Context: an optimization exercise on an open-source flow, tuned for small area. The choices shown serve that exercise and are no tape-out recipe.
The RTL was checked by simulation tests, not by an equivalence proof against the original design.
No activity file was given, so power comes from the tool's default toggle rates.

## red
==> flow/design.v <==
module clk_div_bank #(
   parameter int unsigned CHANNELS = 12,
   parameter int unsigned CNT_W    = 20,
   parameter int unsigned AW       = 4
) (
   input  logic                clk,
   input  logic                rst_n,
   input  logic                cfg_we,
   input  logic [AW-1:0]       cfg_addr,
   input  logic [CNT_W-1:0]    cfg_div,
   input  logic [CHANNELS-1:0] en,
   input  logic                sync,
   output logic [CHANNELS-1:0] cout,
   output logic [CHANNELS-1:0] tick,
   output logic [CHANNELS-1:0] cfg_pend
);
   localparam int unsigned CAP_SH = CNT_W - 1;
   localparam int unsigned HW     = CNT_W - 1;
   function automatic logic [HW-1:0] rst_half(input int unsigned idx);
      if (idx + 1 >= CAP_SH) rst_half = (HW'(1) << (CAP_SH - 1)) - HW'(1);
      else rst_half = (HW'(1) << idx) - HW'(1);
   endfunction
   logic [HW-1:0] wl_c;
   logic          wb_c;
   logic          whi_c;
   assign whi_c = |cfg_div[CNT_W-1:1];
   assign wb_c  = cfg_div[0] & whi_c;
   assign wl_c  = whi_c ? (cfg_div[CNT_W-1:1] - HW'(!cfg_div[0])) : '0;
   logic [CHANNELS-1:0] pf_q, cout_q, tick_q;
   for (genvar i = 0; i < CHANNELS; i++) begin : g_ch
      logic [HW-1:0] r_q, rn_q, l_q, lr_q, pl_q;
      logic          ph_q, b_q, br_q, pb_q, dflt_q, commit;
      logic          wr, fresh, rz, r_b, r_b1, bnd, rst_c, end_hi, low_c;
      logic [HW-1:0] xl;
      logic          xb;
      assign l_q    = dflt_q ? rst_half(i) : lr_q;
      assign b_q    = br_q && !dflt_q;
      assign r_q    = ~rn_q;
      assign wr     = cfg_we && (cfg_addr == AW'(i));
      assign fresh  = !cout_q[i] && !ph_q;
      assign rz     = (r_q == '0);
      assign r_b    = (r_q == HW'(b_q));
      assign r_b1   = (r_q == HW'(b_q) + HW'(1));
      assign bnd    = !fresh && rz;
      assign rst_c  = !en[i] || sync || bnd;
      assign end_hi = !fresh && !ph_q && r_b1;
      assign low_c  = ph_q || r_b;
      assign commit = rst_c && (wr || pf_q[i]);
      assign xl = (wl_c & {HW{wr}}) | (pl_q & {HW{!wr}});
      assign xb = (wb_c & wr) | (pb_q & !wr);
      always_ff @(posedge clk) begin
         rn_q <= (fresh || end_hi) ? ~l_q : (rn_q + HW'(1));
         if (commit) begin
            lr_q <= xl;
            br_q <= xb;
         end
         pl_q <= xl;
         pb_q <= xb;
      end
      always_ff @(posedge clk or negedge rst_n) begin
         if (!rst_n) begin
            ph_q      <= 1'b0;
            dflt_q    <= 1'b1;
            pf_q[i]   <= 1'b0;
            cout_q[i] <= 1'b0;
            tick_q[i] <= 1'b0;
         end else begin
            cout_q[i] <= !rst_c && (fresh || !low_c);
            tick_q[i] <= bnd && en[i] && !sync;
            if (rst_c) begin
               ph_q    <= 1'b0;
               pf_q[i] <= 1'b0;
               if (wr || pf_q[i]) dflt_q <= 1'b0;
            end else begin
               ph_q    <= !fresh && (low_c || r_b1);
               pf_q[i] <= pf_q[i] || wr;
            end
         end
      end
   end
   assign cout     = cout_q;
   assign tick     = tick_q;
   assign cfg_pend = pf_q;
endmodule
clock: 5.0 ns
lec_check: 0
cap_margin: 20
core_margin: 2
core_utilization: 70
slew_margin: 20
standard.sh (not shown) runs the stock make flow with config.mk's settings and CLKGATE_MAP_FILE= SYNTH_SCRIPT=/design/flow/synth_recipe.tcl, a recipe that flattens the netlist after the stock synthesis.
==> flow/flow/run.sh <==
#!/bin/bash
set -euo pipefail
work=$PWD
export AREA_ABC_SCRIPT=$work/flow/abc_area.script
export CTS_ARGS="-sink_clustering_enable -repair_clock_nets -sink_clustering_size 18 -sink_clustering_max_diameter 60 -buf_list sky130_fd_sc_hd__clkbuf_8 -dont_use_dummy_load"
export BUFFER_PORTS_ARGS="-buffer_cell sky130_fd_sc_hd__buf_1"
{ head -n 1 synth_recipe.tcl; cat flow/abc_proc.tcl; tail -n +2 synth_recipe.tcl; } > synth_area.tcl
sed "s|SYNTH_SCRIPT=[^ ]*|SYNTH_SCRIPT=$work/synth_area.tcl|" standard.sh > synth_area.sh
bash synth_area.sh synth > synth_make.log 2>&1
bash standard.sh > standard_make.log 2>&1
==> flow/flow/abc_area.script <==
strash
&get -n
&st
&dc2
&dch
&nf -R 1000
&st
&dc2
&syn2
&dch
&nf -R 1000
&st
&dch
&nf -R 1000
&put
strash
&get -n
&st
&dc2
&dch
&nf -R 1000
&st
&dch
&nf -R 1000
&put
strash
&get -n
&st
&dc2
&dch
&nf -R 1000
&st
&dch
&nf -R 1000
&put
topo
==> flow/flow/abc_proc.tcl <==
# Run ABC with this flow's area-oriented script in place of the one ORFS picks; every other
# argument (liberty, dont_use cells, constraints) is kept as ORFS sets it.
proc abc {args} {
  set i [lsearch $args -script]
  if {$i >= 0} { lset args [expr {$i + 1}] $::env(AREA_ABC_SCRIPT) }
  yosys abc {*}$args
}
Both conditions hold for red: the flow ran to the end and the final layout passed the timing, DRC and antenna checks.
Input changes introduced in blue (baseline for comparison: red):
-- flow/flow/run.sh --
<<< red, line 5
export CTS_ARGS="-sink_clustering_enable -repair_clock_nets -sink_clustering_size 18 -sink_clustering_max_diameter 60 -buf_list sky130_fd_sc_hd__clkbuf_8 -dont_use_dummy_load"
>>> blue, line 5
export CTS_ARGS="-sink_clustering_enable -repair_clock_nets -sink_clustering_size 16 -sink_clustering_max_diameter 60 -buf_list sky130_fd_sc_hd__clkbuf_8 -dont_use_dummy_load"
==> flow/flow/abc_area.script <==
strash
&get -n
&st
&dc2
&dch
&nf -R 1000
&st
&dc2
&syn2
&dch
&nf -R 1000
&st
&dch
&nf -R 1000
&put
topo
- The routed wire length in blue sits about 2.1% below the value recorded for red.
- blue vs red on ratio of final minimum period to clock period: blue is the lower one.
- Die height: higher on blue
- In the flow results for blue and red, the final weighted congestion in routability-driven placement is smaller on blue.
- On blue: data arrival time at the worst-slack endpoint is 190 ps lower than what red gave.
- blue against red: final critical-path setup slack increased by 240 ps relative to the old numbers, critical path depth rose 1, worst setup slack after placement moved up, layout overhead on the synthesized area neither gained nor lost much.
Changes in green relative to blue:
Settings: swapping 70 for 80 in CORE_UTILIZATION.
-- flow/flow/run.sh --
<<< blue, line 5
export CTS_ARGS="-sink_clustering_enable -repair_clock_nets -sink_clustering_size 16 -sink_clustering_max_diameter 60 -buf_list sky130_fd_sc_hd__clkbuf_8 -dont_use_dummy_load"
>>> green, line 5
export CTS_ARGS="-sink_clustering_enable -repair_clock_nets -sink_clustering_size 18 -sink_clustering_max_diameter 60 -buf_list sky130_fd_sc_hd__clkbuf_8 -dont_use_dummy_load"
-- flow/flow/abc_area.script --
<<< blue, line 16
>>> green, line 16
strash
&get -n
&st
&dc2
&dch
&nf -R 1000
&st
&dch
&nf -R 1000
&put
strash
&get -n
&st
&dc2
&dch
&nf -R 1000
&st
&dch
&nf -R 1000
&put
### Flow results
Vias per cell sits higher in green than in blue. Combinational power for green: about 6% up relative to blue. blue → green: total power lower; share of total power in the clock network lower; fraction of area in registers higher. Delta (green minus blue): final cell utilization of the core +11 points, routed wire length +2700 µm, final max-slew violation count ~0 delta, power share of the combinational group +0.5 points.
> inputs changed (green -> orange)
Settings: changing CORE_UTILIZATION from 80 to 70.
-- flow/flow/run.sh --
<<< green, line 5
export CTS_ARGS="-sink_clustering_enable -repair_clock_nets -sink_clustering_size 18 -sink_clustering_max_diameter 60 -buf_list sky130_fd_sc_hd__clkbuf_8 -dont_use_dummy_load"
>>> orange, line 5
export CTS_ARGS="-sink_clustering_enable -repair_clock_nets -sink_clustering_size 16 -sink_clustering_max_diameter 60 -buf_list sky130_fd_sc_hd__clkbuf_8 -dont_use_dummy_load"
==> results.txt <==
- Between green and orange, combinational share of power decreased.
- The clock share of power in orange sits 1.0 points above the value recorded for green.
- As far as number of instances in the synthesized netlist goes, orange and green are indistinguishable; the numbers are identical.
- orange against green; cell area is up slightly.
Inputs modified between orange and purple:
==> flow/flow/abc_area.script <==
strash
&get -n
&st
&dch
&nf -R 1000
&st
&syn2
&dch
&nf -R 1000
&st
&dch
&nf -R 1000
&put
topo
--- outcome ---
Comparing orange and purple, the lower sum of buffers and inverters on the critical path is on orange. purple against orange: number of enable-type register cells in the synthesized netlist neither gained nor lost much; count of plain and timing-repair buffers in the layout picked up an extra about 5%; portion of total power attributed to combinational logic picked up an extra 0.9 points; number of instances in the synthesized netlist picked up an extra 2.5%. [compare] base=orange new=purple: total length of routed wires went up by 260 µm, clock network fraction of design power went down by 0.4 points, clock insertion delay at the later pin of the skew report went up by 20 ps.

Another version of the RTL of clk_div_bank (not shown whole).
Size: about 2800 cells after synthesis, about 760 flip-flops, roughly 76 I/O pins, roughly 29000 sq um of cells after synthesis.
## clk_div_bank
module clk_div_bank #(
   parameter int unsigned CHANNELS = 12,
   parameter int unsigned CNT_W    = 20,
   parameter int unsigned AW       = 4
) (
   input  logic                clk,
   input  logic                rst_n,
   input  logic                cfg_we,
   input  logic [AW-1:0]       cfg_addr,
   input  logic [CNT_W-1:0]    cfg_div,
   input  logic [CHANNELS-1:0] en,
   input  logic                sync,
   output logic [CHANNELS-1:0] cout,
   output logic [CHANNELS-1:0] tick,
   output logic [CHANNELS-1:0] cfg_pend
);
clock: 5.0 ns
lec_check: 0
cap_margin: 20
core_margin: 2
core_utilization: 70
slew_margin: 20
==> flow/flow/run.sh <==
#!/bin/bash
set -euo pipefail
work=$PWD
export AREA_ABC_SCRIPT=$work/flow/abc_area.script
export CTS_ARGS="-sink_clustering_enable -repair_clock_nets -sink_clustering_size 30 -sink_clustering_max_diameter 60 -dont_use_dummy_load"
export BUFFER_PORTS_ARGS="-buffer_cell sky130_fd_sc_hd__buf_1"
{ head -n 1 synth_recipe.tcl; cat flow/abc_proc.tcl; tail -n +2 synth_recipe.tcl; } > synth_area.tcl
sed "s|SYNTH_SCRIPT=[^ ]*|SYNTH_SCRIPT=$work/synth_area.tcl|" standard.sh > synth_area.sh
bash synth_area.sh synth > synth_make.log 2>&1
bash standard.sh > standard_make.log 2>&1
==> flow/flow/abc_area.script <==
strash
&get -n
&st
&dch
&nf -R 1000
&st
&syn2
&dch
&nf -R 1000
&st
&dch
&nf -R 1000
&put
topo
Scripts as last shown in full above: flow/flow/abc_proc.tcl
The first run produced a clean layout.
Then changed:
==> flow/flow/run.sh (replaced) <==
#!/bin/bash
# Standard layout, with a leaner clock tree (larger sink clusters, no dummy loads) and
# the smallest buffer on the ports.
set -euo pipefail
export CTS_ARGS="-sink_clustering_enable -repair_clock_nets -sink_clustering_size 35 -sink_clustering_max_diameter 80 -dont_use_dummy_load"
export BUFFER_PORTS_ARGS="-buffer_cell sky130_fd_sc_hd__buf_1"
bash standard.sh > standard_make.log 2>&1
removed: flow/flow/abc_area.script
removed: flow/flow/abc_proc.tcl
Effect: Via count increases by 8.5%. Worst setup slack gets better by 0.57 ns. Clock skew increases by 0.0053 ns. Count of clock-buffer cells in the layout decreases by 3. Worst hold slack gets worse by 0.0062 ns. Synthesized area increases by 8.5%. Routed wire length increases by 11%.
Then changed:
--- a/flow/flow/run.sh
+++ b/flow/flow/run.sh
@@ -5 +5 @@
-export CTS_ARGS="-sink_clustering_enable -repair_clock_nets -sink_clustering_size 35 -sink_clustering_max_diameter 80 -dont_use_dummy_load"
+export CTS_ARGS="-sink_clustering_enable -repair_clock_nets -sink_clustering_size 30 -sink_clustering_max_diameter 60 -dont_use_dummy_load"
Outcome: Core utilization climbs by 0.34 points; combinational power hardly moves; critical path depth stays the same; global-route usage climbs by 0.38 points; cell count barely changes; worst setup slack loses 0.018 ns; total power climbs by 1.7%; die area does not change; cell area climbs by 0.45%.
Then changed:
==> flow/flow/run.sh (replaced) <==
#!/bin/bash
set -euo pipefail
work=$PWD
export AREA_ABC_SCRIPT=$work/flow/abc_area.script
export CTS_ARGS="-sink_clustering_enable -repair_clock_nets -sink_clustering_size 16 -sink_clustering_max_diameter 60 -buf_list sky130_fd_sc_hd__clkbuf_8 -dont_use_dummy_load"
export BUFFER_PORTS_ARGS="-buffer_cell sky130_fd_sc_hd__buf_1"
{ head -n 1 synth_recipe.tcl; cat flow/abc_proc.tcl; tail -n +2 synth_recipe.tcl; } > synth_area.tcl
sed "s|SYNTH_SCRIPT=[^ ]*|SYNTH_SCRIPT=$work/synth_area.tcl|" standard.sh > synth_area.sh
bash synth_area.sh synth > synth_make.log 2>&1
bash standard.sh > standard_make.log 2>&1
==> flow/flow/abc_area.script (new file) <==
strash
&get -n
&st
&dch
&nf -R 1000
&st
&syn2
&dch
&nf -R 1000
&st
&dch
&nf -R 1000
&put
topo
==> flow/flow/abc_proc.tcl (new file) <==
# Run ABC with this flow's area-oriented script in place of the one ORFS picks; every other
# argument (liberty, dont_use cells, constraints) is kept as ORFS sets it.
proc abc {args} {
  set i [lsearch $args -script]
  if {$i >= 0} { lset args [expr {$i + 1}] $::env(AREA_ABC_SCRIPT) }
  yosys abc {*}$args
}
What happened:
- The changed run produced a clean layout
- first-iteration DRC count shrinks by 5.9%
- sequential power grows by 6.2%
- wire length shrinks by 11%
- final area shrinks by 6.6%
- synthesized cell count shrinks by 11%
- die area shrinks by 7.7%
- flip-flop and latch count stays the same
- sequential share of layout area grows by 3.6 points
Then changed:
--- a/flow/flow/run.sh
+++ b/flow/flow/run.sh
@@ -5 +5 @@
-export CTS_ARGS="-sink_clustering_enable -repair_clock_nets -sink_clustering_size 16 -sink_clustering_max_diameter 60 -buf_list sky130_fd_sc_hd__clkbuf_8 -dont_use_dummy_load"
+export CTS_ARGS="-sink_clustering_enable -repair_clock_nets -sink_clustering_size 20 -sink_clustering_max_diameter 60 -buf_list sky130_fd_sc_hd__clkbuf_8 -dont_use_dummy_load"
Hold slack gets worse by 0.023 ns.
Sequential power hardly moves.
Count of clock-buffer cells in the layout goes down by 7.

==> port drivers added, routing unchanged <==
No port has a modelled driver above. Below, the same layouts with a new extraction and two added sets of constraints. Step 1 (the two cells are an assumption about what drives the block):
set clk [get_ports {clk}]
set_driving_cell -lib_cell sky130_fd_sc_hd__clkbuf_16 $clk
set_driving_cell -lib_cell sky130_fd_sc_hd__buf_2 [delete_from_list [all_inputs] $clk]
Step 2, shift: input delay + t, output delay - t, t = (earliest + latest rising clock arrival at the registers) / 2. This alone moves slack from input paths to output paths. a / b / c = ideal / step 1 / step 2; a / b = the first two.
run | t (ns) | setup slack, ns | worst hold slack (ns)
red | 0.701 | 1.454 / 1.454 / 1.067 | 0.412 / 0.412 / 0.412
blue | 0.706 | 1.695 / 1.695 / 1.107 | 0.322 / 0.292 / 0.421
green | 0.647 | 1.253 / 1.253 / 1.026 | 0.408 / 0.408 / 0.408
orange | 0.695 | 1.430 / 1.430 / 1.053 | 0.413 / 0.413 / 0.413
purple | 0.707 | 1.466 / 1.495 / 0.789 | 0.391 / 0.391 / 0.391
the first run of note 2 | 0.643 | 1.059 / 1.100 / 0.457 | 0.460 / 0.460 / 0.460
the second run of note 2 | 0.626 | 1.626 / 1.667 / 1.041 | 0.454 / 0.416 / 0.454
the third run of note 2 | 0.645 | 1.608 / 1.649 / 1.004 | 0.441 / 0.403 / 0.448
the fourth run of note 2 | 0.720 | 1.086 / 1.121 / 0.401 | 0.395 / 0.364 / 0.469
the fifth run of note 2 | 0.701 | 1.114 / 1.150 / 0.449 | 0.372 / 0.340 / 0.460
After both steps setup and hold are still met in every run listed. For the fourth run of note 2, which loses most, drivers alone change the setup slack by +0.035 ns; drivers and shift together by -0.685 ns.
